Context: an optimization exercise on an open-source flow, tuned for small area, a short achievable clock period and few clock cycles per item. The choices shown serve that exercise and are no tape-out recipe.
The RTL was checked by simulation tests, not by an equivalence proof against the original design.

==> flow/design.v, too long to show whole: its modules and the start of the top module <==
// module aes_ks_front: 53 lines
// module aes_ks_back: 49 lines
// module aes_sbox_benc: 13 lines
// module aes128_block_cipher: 7350 lines
module aes128_block_cipher (
    input  logic          aclk,
    input  logic          aresetn,
    input  logic          cfg_wr_en,
    input  logic [1:0]    cfg_index,
    input  logic [63:0]   cfg_data,
    input  logic          s_valid,
    output logic          s_ready,
    input  logic [63:0]   s_block_upper,
    input  logic [63:0]   s_block_lower,
    output logic          m_valid,
    input  logic          m_ready,
    output logic [63:0]   m_result_upper,
    output logic [63:0]   m_result_lower
);
  // ...
==> flow/run.sh <==
#!/bin/bash
# synth_recipe.tcl (not shown) runs the flow's synth.tcl, then flattens the netlist and writes it again
# the make line also repeats each setting of config.mk as NAME=value (left out here)
make -C /OpenROAD-flow-scripts/flow DESIGN_CONFIG=/design/flow/config.mk WORK_HOME=/design/flow/orfs CLKGATE_MAP_FILE= SYNTH_SCRIPT=/design/flow/synth_recipe.tcl finish
==> flow/config.mk <==
export PLATFORM = sky130hd
export DESIGN_NAME = aes128_block_cipher
export DESIGN_NICKNAME = aes128_block_cipher
export VERILOG_FILES = /design/flow/design.v
export SDC_FILE = /design/flow/constraint.sdc
export NUM_CORES = 8
export LEC_CHECK = 0
export ABC_AREA = 1
export CAP_MARGIN = 20
export CORE_MARGIN = 2
export CORE_UTILIZATION = 55
export PLACE_DENSITY = 0.7
export SETUP_SLACK_MARGIN = 5.0
export SLEW_MARGIN = 20
==> flow/constraint.sdc <==
create_clock -name core_clock -period 8.0 [get_ports {aclk}]
set_input_delay 1.6000 -clock core_clock [delete_from_list [all_inputs] [get_ports {aclk}]]
set_output_delay 1.6000 -clock core_clock [all_outputs]
set_load 0.01 [all_outputs]
==> reports/qor.yml, run 1 <==
largestClassByArea: "multi-input combinational cells"
cp_top_family: "XOR/XNOR gates"
holdWs_ps: 331.6
hpwl_um: 487000
postLayoutCellArea_um2: 199200
synthesis.area_um2: 170800
fillCellCount: 24937
ant_nets: 0
finalCriticalPeriod_ps: 3279
finalNonFillerCells: 23517
synth_fa_ha_area_share_pct: 0.5422
status: "timing/DRC/antenna clean"
hold_path_end: "dirs[5]$_DFF_P_"
start_util_pct: 55.29
met3_usage_pct: 10.80
synth_top_family_by_area: "XOR/XNOR gates"
hold_violations: 0
clkLatencyLatePin_ps: 970
drc: 0
synthSimpleGateAreaFrac_pct: 14.42
crit_cells: 7
die_area_um2: 315000
ys_seq_elements: 2612
cts.reportedPaths.clkPinSlew_ps: 60
fin_setup_tns_ps: 0
crit_end: "w1[57]$_DFFE_PP_"
Testbench counts, summed over its fixed seeds: cycles 8,912, blocks 1,536.
==> inputs of run 2 (changes only) <==
--- a/flow/config.mk
+++ b/flow/config.mk
@@ -9,6 +9,6 @@
 export CAP_MARGIN = 20
 export CORE_MARGIN = 2
-export CORE_UTILIZATION = 55
-export PLACE_DENSITY = 0.7
+export CORE_UTILIZATION = 45
+export PLACE_DENSITY = 0.6
 export SETUP_SLACK_MARGIN = 5.0
 export SLEW_MARGIN = 20
==> run 2 against run 1 <==
Compared with the run above:
- worst hold slack got worse by 4.5 ps
- cell count grew 4.0%
- sequential share of layout area is 0.47 points lower
- global-route usage is 6.0 points lower
- wire length grew 3.1%
- via count is 1.3% lower
- still clean on timing, DRC and antenna
- clock-buffer cell count increased by 25
==> reports/qor.yml, run 2 <==
status: "timing/DRC/antenna clean"  # unchanged
synth_ff_type: "edfxtp_1"  # unchanged
crit_buf_inv: 1  # was 2
cp_cell_sequence: "buf_2"  # was buf_4 -> buf_12 -> o21ai_0 -> o21ai_0 -> xor2_1 -> nand2_1 -> xor2_1
finalCriticalPeriod_ps: 3225  # was 3279 ps
area_growth_pct: 18.13  # was 16.65%
fin_worst_skew_ps: 61.46  # was 86.38 ps
cp.arrival_ps: 1620  # was 3970 ps
max_slew_margin_pct: 16.71  # was 7.961%
seq_area_um2: 75150  # about the same
critPathSlowestCell: "edfxtp_1"  # was xor2_1
ys_warn_count: 1  # unchanged
synth_area_leaders: "edfxtp_1 (40%), xor2_1 (15%), xnor2_1 (14%)"  # unchanged
drive_gt1_share_pct: 12.95  # was 12.75%
num_vias: 132087  # was 133844
cts_tree: "yes"  # unchanged
drtIter0Drc: 16661  # was 18066
largestRegisters: "u0s1: 352 flops, u1s1: 352 flops"  # unchanged
io_buffers: 328  # unchanged
netlist_top_cells_count: "nand2_1 (4225), xor2_1 (2836), xnor2_1 (2756)"  # unchanged
h-tree-depth: 5  # unchanged
core.rowCount: 226  # was 204
fin_setup_tns_ps: 0  # unchanged
die_h_um: 620.0  # was 561.2 um
synth_cells: 18409  # unchanged
grtUsageTotal_pct: 33.06  # was 39.08%
grt_pass1_vias: 119037  # was 120032
ys_async_sr_fraction_pct: 0  # unchanged
fillCellCount: 34293  # was 24937
cts_root_buf: "clkbuf_16"  # unchanged
synth_edf_count: 2279  # unchanged
hp-class: "flop to flop"  # unchanged
die_area_um2: 384500  # was 315000 um2
layout_common_cells: "nand2_1 (4133), xor2_1 (2647), xnor2_1 (2479)"  # was nand2_1 (4126), xor2_1 (2667), xnor2_1 (2491)
critPathLaunchType: "flop"  # unchanged
multiInputGateArea_um2: 95160  # was 94710 um2
yosys.area.top_type: "edfxtp_1"  # unchanged
firstDrtPassIters: 8  # was 6
required_ps: 6400  # was 8690 ps
synthesis.area_um2: 170800  # unchanged
ant_nets: 0  # unchanged
gp_congestion: 1.043  # was 1.086
placed_cell_area_um2: 179900  # was 178500 um2
grt_pass1_wl_um: 896400  # was 875400 um
crit_path_max_fanout: 1  # was 47
grt_overflow_total: 0  # unchanged
ios: 329  # unchanged
synthesis.nets: 18682  # unchanged
synth_most_common_cell: "nand2_1"  # unchanged
drc: 0  # unchanged
cts_buffer_depth: 4  # unchanged
cts.reportedPaths.clkPinSlew_ps: 60  # about the same
die_x_um: 620.0  # was 561.2 um
hold_buffers: 0  # unchanged
via_per_inst: 5.399  # was 5.691
hpwl_um: 511200  # was 487000 um
crit_path_end_kind: "output pin"  # was flop
clock_sinks: 2612  # unchanged
period_share_pct: 40.31  # was 40.99%
slew_viol_final: 0  # unchanged
synth_area_per_cell_um2: 9.277  # unchanged
cts_inserted_buffers: 306  # was 297
postLayoutCellArea_um2: 201700  # was 199200 um2
wirelength_um: 665300  # was 645500 um
ys_seq_elements: 2612  # unchanged
clkLatencyLatePin_ps: 990  # was 970 ps
start_util_pct: 45.14  # was 55.29%
antenna_found_initial: 42  # was 38
slowest_delay_ps: 480  # was 880 ps
critPathKind: "flop to output pin"  # was flop to flop
hold_violations: 0  # unchanged
max_slew.worst_pin.slew_ps: 1241  # was 1371 ps
yosys.cell_types.count: 60  # unchanged
yosysTopAreaCellShare_pct: 40.07  # unchanged
drv_cap: 0  # unchanged
core_area_um2: 378300  # was 308800 um2
wl_per_cell_um: 27.19  # was 27.45 um
finish.utilization_pct: 53.32  # was 64.50%
grt_start_max_net_pins: 131  # was 152
layout_commonest_cell: "nand2_1"  # unchanged
clock.fmax_mhz: 310.1  # was 304.9 MHz
cp_top_family: "flip-flops"  # was XOR/XNOR gates
setup_viol: 0  # unchanged
yosysSeqAreaShare_pct: 43.98  # unchanged
grt_setup_unrepaired: "yes"  # unchanged
holdWs_ps: 327.2  # was 331.6 ps
nNetsFinal: 19443  # was 19406
run 2: cell types whose count changed in the layout (fill, tap and decap cells not counted), moves of 13 or more:
cell / previous run / this run
clkinv_1: 31 / 50
buf_4: 466 / 481
xor2_1: 2667 / 2647
o21ai_0: 989 / 968
o21ai_2: 103 / 90
clkbuf_16: 322 / 341
o21ai_4: 23 / 43
xor2_2: 220 / 240
o21ai_1: 209 / 223
run 2: metrics by stage:
step | setup WS (ps) | std cells
2_1_floorplan | -7112 | 18409
3_3_place_gp | 2835 | 23432
3_5_place_dp | 2883 | 23433
4_1_cts | 4732 | 24116
5_1_grt | 4741 | 24455
6_report | 4775 | 24465
run 2: repair_timing:
| item | in CTS | in global routing |
|---|---|---|
| gates resized for setup | 1175 | 704 |
| endpoints found under the setup margin | 2484 | 1067 |
| pin swaps | 37 | 230 |
| buffers inserted | 99 | 298 |
| cloned | 23 | 24 |
run 2: metal layers:
metal  vias to the layer above  track usage, %  part of all wire, %
met1                     63722           45.50                   41
met5                         -               0                0.017
li1                      60761               -                    -
met3                      1186           7.953                   11
met2                      6402           47.95                   42
met4                        16           17.63                  6.6
run 2: cell type report:
class | instances | share of cell area, %
Inverter | 1339 | 2.598
Clock buffer | 400 | 4.242
Timing Repair Buffer | 952 | 4.653
Multi-Input combinational cell | 13953 | 47.17
Sequential cell | 2612 | 37.25
Tap cell | 5016 | 3.111
Timing Repair inverter | 6 | 0.04776
Antenna cell | 26 | 0.03225
Clock inverter | 161 | 0.8925
run 2: worst paths after layout:
kind                            start                  to  slack, ps  cells after the start
setup / recovery     oa[85]$_DFFE_PP_  m_result_upper[21]       4780                      1
hold / removal        dirs[0]$_DFF_P_     dirs[1]$_DFF_P_        330                      0
setup reg to reg  c_src[1]$_SDFF_PN0_    w1[95]$_DFFE_PP_       4850                      8
hold reg to reg       dirs[0]$_DFF_P_     dirs[1]$_DFF_P_        330                      0
run 2: cells by family after synthesis:
group,share of synthesized area [%]
AOI/OAI and AO/OA,6.425
xor gates and xnor gates,30.28
muxes,0.07693
adders and majority gates,0.5422
DFF,43.98
buffers and inverters,4.278
and+or+nand+nor,14.42

[port drivers added, routing unchanged]
Ports are ideal in the flow. The routed layouts listed here were re-timed in OpenROAD. Step 1 (the two cells are an assumption about what drives the block):
set clk [get_ports {aclk}]
set_driving_cell -lib_cell sky130_fd_sc_hd__clkbuf_16 $clk
set_driving_cell -lib_cell sky130_fd_sc_hd__buf_2 [delete_from_list [all_inputs] $clk]
Step 2, shift: input delay + t, output delay - t, t = (earliest + latest rising clock arrival at the registers) / 2. This alone moves slack from input paths to output paths. Slacks: no drivers / after step 1 / after step 2; pairs: no drivers / after step 1.
run | t, ns | setup slack, ns | hold slack, ns | worst setup path at the end
run 1 | 1.040 | 4.721 / 4.654 / 3.960 | 0.332 / 0.332 / 0.332 | input to register
run 2 | 1.069 | 4.775 / 4.661 / 3.989 | 0.327 / 0.327 / 0.327 | input to register
After both steps every run listed still meets setup and hold. The setup slack of run 2, which loses most, moves by -0.114 ns with the drivers and by -0.786 ns with both steps.
